Source: an optimization exercise on an open RTL-to-GDS flow (aim: small area and a short achievable clock period). Production flows keep margins and buffers that such runs may drop. RTL that was checked went through simulation tests only; none was proved equivalent to the original. Power figures rest on the tool's default switching activity, not on a simulated workload.

==> module pulse_seq_multi, before the edit <==
module pulse_seq_multi #(
  parameter int unsigned NumCh     = 4,
  parameter int unsigned CntW      = 24,
  parameter int unsigned ScanSteps = 16
) (
  input  logic                          clk,
  input  logic                          rst,
  input  logic                          trig,
  input  logic                          scan_trig,
  input  logic                          cfg_we,
  input  logic [((NumCh > 1) ? $clog2(NumCh) : 1)-1:0] cfg_ch,
  input  logic [1:0]                    cfg_sel,
  input  logic [CntW-1:0]               cfg_data,
  output logic [NumCh-1:0]              pulse,
  output logic                          busy,
  output logic [$clog2(ScanSteps)-1:0]  scan_idx,
  output logic                          overrun
);
  localparam int unsigned ChW  = (NumCh > 1) ? $clog2(NumCh) : 1;
  localparam int unsigned IdxW = $clog2(ScanSteps);
  localparam logic [IdxW-1:0] LastIdx = IdxW'(ScanSteps - 1);
  logic [2:0]       trig_sync_q, scan_sync_q;
  logic             trig_edge_q, scan_edge_q;
  logic [NumCh-1:0] mask_q, act_q, pulse_q, first_q, act_d;
  logic             busy_q;
  logic [IdxW-1:0]  idx_q;
  logic             overrun_q, any_edge, shot, scan_shot, mask_wr, off_clr;
  logic [CntW-1:0]  wdata;
  function automatic logic [CntW:0] add_c(input logic [CntW-1:0] a, input logic [CntW-1:0] b);
    logic [CntW-1:0] g, p, gn, pn;
    g = a & b;
    p = a ^ b;
    for (int s = 1; s < CntW; s = s * 2) begin
      gn = g;
      pn = p;
      for (int i = 0; i < CntW; i++) begin
        if ((i / s) % 2 == 1) begin
          gn[i] = g[i] | (p[i] & g[(i / s) * s - 1]);
          pn[i] = p[i] & p[(i / s) * s - 1];
        end
      end
      g = gn;
      p = pn;
    end
    add_c = {g[CntW-1], a ^ b ^ {g[CntW-2:0], 1'b0}};
  endfunction
  function automatic logic [CntW-1:0] dec1(input logic [CntW-1:0] a);
    logic [CntW-1:0] o, on;
    o = a;
    for (int s = 1; s < CntW; s = s * 2) begin
      on = o;
      for (int i = 0; i < CntW; i++) begin
        if ((i / s) % 2 == 1) on[i] = o[i] | o[(i / s) * s - 1];
      end
      o = on;
    end
    dec1 = a ^ ~{o[CntW-2:0], 1'b0};
  endfunction
  assign busy      = busy_q;
  assign any_edge  = trig_edge_q | scan_edge_q;
  assign shot      = any_edge & ~busy_q;
  assign scan_shot = shot & scan_edge_q;
  assign mask_wr   = cfg_we & (cfg_sel == 2'd3);
  assign wdata     = cfg_data & {CntW{~rst}};
  assign off_clr   = rst | mask_wr | (scan_shot & (idx_q == LastIdx));
  always_ff @(posedge clk) begin
    if (rst) begin
      trig_sync_q <= '0;
      scan_sync_q <= '0;
      trig_edge_q <= 1'b0;
      scan_edge_q <= 1'b0;
      idx_q       <= '0;
      overrun_q   <= 1'b0;
    end else begin
      trig_sync_q <= {trig_sync_q[1:0], trig};
      scan_sync_q <= {scan_sync_q[1:0], scan_trig};
      trig_edge_q <= trig_sync_q[1] & ~trig_sync_q[2];
      scan_edge_q <= scan_sync_q[1] & ~scan_sync_q[2];
      if (mask_wr)        idx_q <= '0;
      else if (scan_shot) idx_q <= idx_q + IdxW'(1);
      if (any_edge && busy) overrun_q <= 1'b1;
      else if (mask_wr)     overrun_q <= 1'b0;
    end
  end
  always_ff @(posedge clk) begin
    if (rst || mask_wr) mask_q <= wdata[NumCh-1:0];
  end
  for (genvar c = 0; c < NumCh; c++) begin : g_ch
    logic [CntW-1:0] delay_q, width_q, step_q, offset_q, cnt_q, wlat_q, eff_w, wlat_full, m;
    logic [CntW:0]   sum_w, sum_o;
    logic            osat_q, wsat_q, wlnz_q, eff_sat;
    logic            ch_wr, dnz, ewnz, wlnz, last, start;
    assign ch_wr   = cfg_we & (cfg_ch == ChW'(c));
    assign sum_w   = add_c(width_q, offset_q);
    assign sum_o   = add_c(offset_q, step_q);
    assign eff_w   = (width_q ^ (offset_q & {CntW{scan_edge_q}})) ^
                     ((sum_w[CntW-1:0] ^ width_q ^ offset_q) & {CntW{scan_edge_q}});
    assign eff_sat = scan_edge_q & (sum_w[CntW] | osat_q);
    assign ewnz    = (width_q != '0) | (scan_edge_q & ((offset_q != '0) | osat_q));
    assign dnz     = delay_q != '0;
    assign wlnz    = wlnz_q;
    always_ff @(posedge clk) begin
      if (rst || (ch_wr && cfg_sel == 2'd0)) delay_q <= wdata;
      if (rst || (ch_wr && cfg_sel == 2'd1)) width_q <= wdata;
      if (rst || (ch_wr && cfg_sel == 2'd2)) step_q  <= wdata;
      if (off_clr) begin
        offset_q <= '0;
        osat_q   <= 1'b0;
      end else if (scan_shot) begin
        offset_q <= sum_o[CntW-1:0];
        osat_q   <= osat_q | sum_o[CntW];
      end
    end
    assign wlat_full = wlat_q | {CntW{wsat_q}};
    assign m         = first_q[c] ? wlat_full : cnt_q;
    assign last      = m == CntW'(1);
    assign start     = shot & mask_q[c] & (dnz | ewnz);
    always_ff @(posedge clk) begin
      if (!act_q[c]) begin
        wlat_q <= eff_w;
        wsat_q <= eff_sat;
        wlnz_q <= ewnz;
        cnt_q  <= delay_q;
      end else begin
        cnt_q  <= dec1(m);
      end
    end
    always_comb begin
      if (rst)              act_d[c] = 1'b0;
      else if (!act_q[c])   act_d[c] = start;
      else                  act_d[c] = ~(last & (pulse_q[c] | ~wlnz));
    end
    always_ff @(posedge clk) begin
      act_q[c]   <= act_d[c];
      first_q[c] <= act_q[c] ? (~pulse_q[c] & last & wlnz) : ~dnz;
      if (rst) begin
        pulse_q[c] <= 1'b0;
      end else if (!act_q[c]) begin
        if (start) pulse_q[c] <= ~dnz;
      end else if (last) begin
        pulse_q[c] <= ~pulse_q[c] & wlnz;
      end
    end
  end
  always_ff @(posedge clk) busy_q <= |act_d;
  assign pulse    = pulse_q;
  assign scan_idx = idx_q;
  assign overrun  = overrun_q;
endmodule
clock: 5.5 ns
lec_check: 0
cap_margin: 20
core_margin: 2
core_utilization: 40
setup_slack_margin: 2.5
slew_margin: 20
standard.sh (not shown) runs the stock make flow with config.mk's settings and CLKGATE_MAP_FILE= SYNTH_SCRIPT=/design/flow/synth_recipe.tcl, a recipe that flattens the netlist after the stock synthesis.
==> flow/flow/run.sh <==
#!/bin/bash
# Standard ORFS layout with three changes: port buffers are buf_2 cells instead of the
# default delay cell, repair may resize a cell to any footprint, and CTS adds no dummy loads.
# Synthesis is the standard one, run on its own first.
set -euo pipefail
bash standard.sh synth > synth.log 2>&1
bash standard.sh \
  "MATCH_CELL_FOOTPRINT=0" \
  "BUFFER_PORTS_ARGS=-buffer_cell sky130_fd_sc_hd__buf_2" \
  "CTS_ARGS=-sink_clustering_enable -repair_clock_nets -dont_use_dummy_load -sink_clustering_size 28 -sink_clustering_max_diameter 90" \
  finish > layout.log 2>&1
Edit:
--- a/flow/design.v
+++ b/flow/design.v
@@ -91,12 +91,11 @@
     logic            osat_q, wsat_q, wlnz_q, eff_sat;
     logic            ch_wr, dnz, ewnz, wlnz, last, start;
     assign ch_wr   = cfg_we & (cfg_ch == ChW'(c));
     assign sum_w   = add_c(width_q, offset_q);
     assign sum_o   = add_c(offset_q, step_q);
-    assign eff_w   = (width_q ^ (offset_q & {CntW{scan_edge_q}})) ^
-                     ((sum_w[CntW-1:0] ^ width_q ^ offset_q) & {CntW{scan_edge_q}});
+    assign eff_w   = scan_edge_q ? sum_w[CntW-1:0] : width_q;
     assign eff_sat = scan_edge_q & (sum_w[CntW] | osat_q);
     assign ewnz    = (width_q != '0) | (scan_edge_q & ((offset_q != '0) | osat_q));
     assign dnz     = delay_q != '0;
     assign wlnz    = wlnz_q;
     always_ff @(posedge clk) begin
Outcome: Wire length goes up by about 3%; synthesized cell count goes down by 0.53%; area after synthesis goes up by 0.50%; total power barely changes; worst setup slack gets better by 0.025 ns; clock-buffer cell count is unchanged; via count hardly moves; hold slack gets better by 0.0036 ns; die area goes up by 0.49%; cell area goes down by about 0.8%; non-clock buffer count goes down by 17; sequential cell count stays the same; utilization goes down by 0.50 points.
Only the layout flow was run in the first run of this note; the RTL was not checked for function there.

========
## JK
The RTL this note starts from:
==> flow/design.v <==
module pulse_seq_multi #(
  parameter int unsigned NumCh     = 4,
  parameter int unsigned CntW      = 24,
  parameter int unsigned ScanSteps = 16
) (
  input  logic                          clk,
  input  logic                          rst,
  input  logic                          trig,
  input  logic                          scan_trig,
  input  logic                          cfg_we,
  input  logic [((NumCh > 1) ? $clog2(NumCh) : 1)-1:0] cfg_ch,
  input  logic [1:0]                    cfg_sel,
  input  logic [CntW-1:0]               cfg_data,
  output logic [NumCh-1:0]              pulse,
  output logic                          busy,
  output logic [$clog2(ScanSteps)-1:0]  scan_idx,
  output logic                          overrun
);
  localparam int unsigned ChW  = (NumCh > 1) ? $clog2(NumCh) : 1;
  localparam int unsigned IdxW = $clog2(ScanSteps);
  localparam logic [IdxW-1:0] LastIdx = IdxW'(ScanSteps - 1);
  logic [2:0]       trig_sync_q, scan_sync_q;
  logic             trig_edge_q, scan_edge_q;
  logic [NumCh-1:0] mask_q, act_q, pulse_q, first_q, act_d;
  logic             busy_q;
  logic [IdxW-1:0]  idx_q;
  logic             overrun_q, any_edge, shot, scan_shot, mask_wr, off_clr;
  logic [CntW-1:0]  wdata;
  function automatic logic [CntW:0] add_c(input logic [CntW-1:0] a, input logic [CntW-1:0] b);
    logic [CntW-1:0] g, p, gn, pn;
    g = a & b;
    p = a ^ b;
    for (int s = 1; s < CntW; s = s * 2) begin
      gn = g;
      pn = p;
      for (int i = 0; i < CntW; i++) begin
        if ((i / s) % 2 == 1) begin
          gn[i] = g[i] | (p[i] & g[(i / s) * s - 1]);
          pn[i] = p[i] & p[(i / s) * s - 1];
        end
      end
      g = gn;
      p = pn;
    end
    add_c = {g[CntW-1], a ^ b ^ {g[CntW-2:0], 1'b0}};
  endfunction
  function automatic logic [CntW-1:0] dec1(input logic [CntW-1:0] a);
    logic [CntW-1:0] o, on;
    o = a;
    for (int s = 1; s < CntW; s = s * 2) begin
      on = o;
      for (int i = 0; i < CntW; i++) begin
        if ((i / s) % 2 == 1) on[i] = o[i] | o[(i / s) * s - 1];
      end
      o = on;
    end
    dec1 = a ^ ~{o[CntW-2:0], 1'b0};
  endfunction
  assign busy      = busy_q;
  assign any_edge  = trig_edge_q | scan_edge_q;
  assign shot      = any_edge & ~busy_q;
  assign scan_shot = shot & scan_edge_q;
  assign mask_wr   = cfg_we & (cfg_sel == 2'd3);
  assign wdata     = cfg_data & {CntW{~rst}};
  assign off_clr   = rst | mask_wr | (scan_shot & (idx_q == LastIdx));
  always_ff @(posedge clk) begin
    if (rst) begin
      trig_sync_q <= '0;
      scan_sync_q <= '0;
      trig_edge_q <= 1'b0;
      scan_edge_q <= 1'b0;
      idx_q       <= '0;
      overrun_q   <= 1'b0;
    end else begin
      trig_sync_q <= {trig_sync_q[1:0], trig};
      scan_sync_q <= {scan_sync_q[1:0], scan_trig};
      trig_edge_q <= trig_sync_q[1] & ~trig_sync_q[2];
      scan_edge_q <= scan_sync_q[1] & ~scan_sync_q[2];
      if (mask_wr)        idx_q <= '0;
      else if (scan_shot) idx_q <= idx_q + IdxW'(1);
      if (any_edge && busy) overrun_q <= 1'b1;
      else if (mask_wr)     overrun_q <= 1'b0;
    end
  end
  always_ff @(posedge clk) begin
    if (rst || mask_wr) mask_q <= wdata[NumCh-1:0];
  end
  for (genvar c = 0; c < NumCh; c++) begin : g_ch
    logic [CntW-1:0] delay_q, width_q, step_q, offset_q, cnt_q, wlat_q, eff_w, wlat_full, m;
    logic [CntW:0]   sum_w, sum_o;
    logic            osat_q, wsat_q, eff_sat;
    logic            ch_wr, dnz, ewnz, wlnz, last, start;
    assign ch_wr   = cfg_we & (cfg_ch == ChW'(c));
    assign sum_w   = add_c(width_q, offset_q);
    assign sum_o   = add_c(offset_q, step_q);
    assign eff_w   = scan_edge_q ? sum_w[CntW-1:0] : width_q;
    assign eff_sat = scan_edge_q & (sum_w[CntW] | osat_q);
    assign ewnz    = (width_q != '0) | (scan_edge_q & ((offset_q != '0) | osat_q));
    assign dnz     = delay_q != '0;
    assign wlnz    = (wlat_q != '0) | wsat_q;
    always_ff @(posedge clk) begin
      if (rst || (ch_wr && cfg_sel == 2'd0)) delay_q <= wdata;
      if (rst || (ch_wr && cfg_sel == 2'd1)) width_q <= wdata;
      if (rst || (ch_wr && cfg_sel == 2'd2)) step_q  <= wdata;
      if (off_clr) begin
        offset_q <= '0;
        osat_q   <= 1'b0;
      end else if (scan_shot) begin
        offset_q <= sum_o[CntW-1:0];
        osat_q   <= osat_q | sum_o[CntW];
      end
    end
    assign wlat_full = wlat_q | {CntW{wsat_q}};
    assign m         = first_q[c] ? wlat_full : cnt_q;
    assign last      = m == CntW'(1);
    assign start     = shot & mask_q[c] & (dnz | ewnz);
    always_ff @(posedge clk) begin
      if (!act_q[c]) begin
        wlat_q <= eff_w;
        wsat_q <= eff_sat;
        cnt_q  <= delay_q;
      end else begin
        cnt_q  <= dec1(m);
      end
    end
    always_comb begin
      if (rst)              act_d[c] = 1'b0;
      else if (!act_q[c])   act_d[c] = start;
      else                  act_d[c] = ~(last & (pulse_q[c] | ~wlnz));
    end
    always_ff @(posedge clk) begin
      act_q[c]   <= act_d[c];
      first_q[c] <= act_q[c] ? (~pulse_q[c] & last & wlnz) : ~dnz;
      if (rst) begin
        pulse_q[c] <= 1'b0;
      end else if (!act_q[c]) begin
        if (start) pulse_q[c] <= ~dnz;
      end else if (last) begin
        pulse_q[c] <= ~pulse_q[c] & wlnz;
      end
    end
  end
  always_ff @(posedge clk) busy_q <= |act_d;
  assign pulse    = pulse_q;
  assign scan_idx = idx_q;
  assign overrun  = overrun_q;
endmodule
export LEC_CHECK = 0
export CAP_MARGIN = 20
export CORE_MARGIN = 2
export CORE_UTILIZATION = 40
export SETUP_SLACK_MARGIN = 2.0
export SLEW_MARGIN = 20
create_clock -name core_clock -period 5.5 [get_ports {clk}]
run.sh (not shown) runs the stock make flow with config.mk's settings and CLKGATE_MAP_FILE= SYNTH_SCRIPT=/design/flow/synth_recipe.tcl, a recipe that flattens the netlist after the stock synthesis.
Stock flow here: none of the scripts above is used.
What MS does differently from JK at the input level:
diff --git a/flow/design.v b/flow/design.v
--- a/flow/design.v
+++ b/flow/design.v
@@ -23,13 +23,13 @@
   logic             trig_edge_q, scan_edge_q;
   logic [NumCh-1:0] mask_q, act_q, pulse_q, first_q, act_d;
   logic             busy_q;
   logic [IdxW-1:0]  idx_q;
   logic             overrun_q, any_edge, shot, scan_shot, mask_wr, off_clr;
   logic [CntW-1:0]  wdata;
-  function automatic logic [CntW:0] add_c(input logic [CntW-1:0] a, input logic [CntW-1:0] b);
+  function automatic logic [CntW-1:0] sat_add(input logic [CntW-1:0] a, input logic [CntW-1:0] b);
     logic [CntW-1:0] g, p, gn, pn;
     g = a & b;
     p = a ^ b;
     for (int s = 1; s < CntW; s = s * 2) begin
       gn = g;
       pn = p;
@@ -39,13 +39,13 @@
           pn[i] = p[i] & p[(i / s) * s - 1];
         end
       end
       g = gn;
       p = pn;
     end
-    add_c = {g[CntW-1], a ^ b ^ {g[CntW-2:0], 1'b0}};
+    sat_add = (a ^ b ^ {g[CntW-2:0], 1'b0}) | {CntW{g[CntW-1]}};
   endfunction
   function automatic logic [CntW-1:0] dec1(input logic [CntW-1:0] a);
     logic [CntW-1:0] o, on;
     o = a;
     for (int s = 1; s < CntW; s = s * 2) begin
       on = o;
@@ -83,44 +83,34 @@
     end
   end
   always_ff @(posedge clk) begin
     if (rst || mask_wr) mask_q <= wdata[NumCh-1:0];
   end
   for (genvar c = 0; c < NumCh; c++) begin : g_ch
-    logic [CntW-1:0] delay_q, width_q, step_q, offset_q, cnt_q, wlat_q, eff_w, wlat_full, m;
-    logic [CntW:0]   sum_w, sum_o;
-    logic            osat_q, wsat_q, eff_sat;
-    logic            ch_wr, dnz, ewnz, wlnz, last, start;
-    assign ch_wr   = cfg_we & (cfg_ch == ChW'(c));
-    assign sum_w   = add_c(width_q, offset_q);
-    assign sum_o   = add_c(offset_q, step_q);
-    assign eff_w   = scan_edge_q ? sum_w[CntW-1:0] : width_q;
-    assign eff_sat = scan_edge_q & (sum_w[CntW] | osat_q);
-    assign ewnz    = (width_q != '0) | (scan_edge_q & ((offset_q != '0) | osat_q));
-    assign dnz     = delay_q != '0;
-    assign wlnz    = (wlat_q != '0) | wsat_q;
+    logic [CntW-1:0] delay_q, width_q, step_q, offset_q, cnt_q, wlat_q, eff_w;
+    logic            ch_wr, dnz, ewnz, wlnz, last;
+    assign ch_wr = cfg_we & (cfg_ch == ChW'(c));
+    assign eff_w = scan_edge_q ? sat_add(width_q, offset_q) : width_q;
+    assign ewnz  = (width_q != '0) | (scan_edge_q & (offset_q != '0));
+    assign dnz   = delay_q != '0;
+    assign wlnz  = wlat_q != '0;
     always_ff @(posedge clk) begin
       if (rst || (ch_wr && cfg_sel == 2'd0)) delay_q <= wdata;
       if (rst || (ch_wr && cfg_sel == 2'd1)) width_q <= wdata;
       if (rst || (ch_wr && cfg_sel == 2'd2)) step_q  <= wdata;
-      if (off_clr) begin
-        offset_q <= '0;
-        osat_q   <= 1'b0;
-      end else if (scan_shot) begin
-        offset_q <= sum_o[CntW-1:0];
-        osat_q   <= osat_q | sum_o[CntW];
-      end
+      if (off_clr)        offset_q <= '0;
+      else if (scan_shot) offset_q <= sat_add(offset_q, step_q);
     end
-    assign wlat_full = wlat_q | {CntW{wsat_q}};
-    assign m         = first_q[c] ? wlat_full : cnt_q;
-    assign last      = m == CntW'(1);
-    assign start     = shot & mask_q[c] & (dnz | ewnz);
+    logic [CntW-1:0] m;
+    logic            start;
+    assign m     = first_q[c] ? wlat_q : cnt_q;
+    assign last  = m == CntW'(1);
+    assign start = shot & mask_q[c] & (dnz | ewnz);
     always_ff @(posedge clk) begin
       if (!act_q[c]) begin
         wlat_q <= eff_w;
-        wsat_q <= eff_sat;
         cnt_q  <= delay_q;
       end else begin
         cnt_q  <= dec1(m);
       end
     end
     always_comb begin
[summary]
Compared with JK, MS shows a higher clock skew. | setup slack of the most critical reg-to-reg path | lower: MS |. Library cell contributing the largest single delay on the critical path: fa_1 -> JK, edfxtp_1 -> MS. First-pass GRT wire length, MS vs JK: down slightly. In MS the setup slack turned out 50 ps lower than in JK. Comparing MS and JK, clock network fraction of design power is higher on JK.
Function not checked in MS: the RTL went through the layout flow alone.

## what the ideal ports hide
Ports are ideal in the flow. The routed layouts listed here were re-timed in OpenROAD.
Step 1 sets driving cells, clkbuf_16 on the clock port and buf_2 on the other inputs (assumed; they add their load-dependent delay and slew).
Step 2 adds t to the input delays and takes it off the output delays; t is the mean of the earliest and latest rising clock arrival at the registers after step 1. Input paths then give back, and output paths get back, about the clock's delay inside the block.
Slacks: ideal ports / drivers / drivers and shift; pairs: ideal ports / drivers.
run	t, ns	setup WS [ns]	worst setup path at the end	latest minus earliest clock arrival (ns)
the first run of note 1	0.663	2.458 / 2.458 / 2.256	input to register	0.033 / 0.034
the second run of note 1	0.661	2.483 / 2.483 / 2.150	input to register	0.050 / 0.050
JK	0.649	2.186 / 2.186 / 1.722	input to register	0.027 / 0.027
MS	0.655	2.136 / 2.136 / 1.830	input to register	0.030 / 0.031
After both steps every run listed still meets setup and hold. For JK, which loses most, drivers alone change the setup slack by 0.000 ns; drivers and shift together by -0.464 ns.
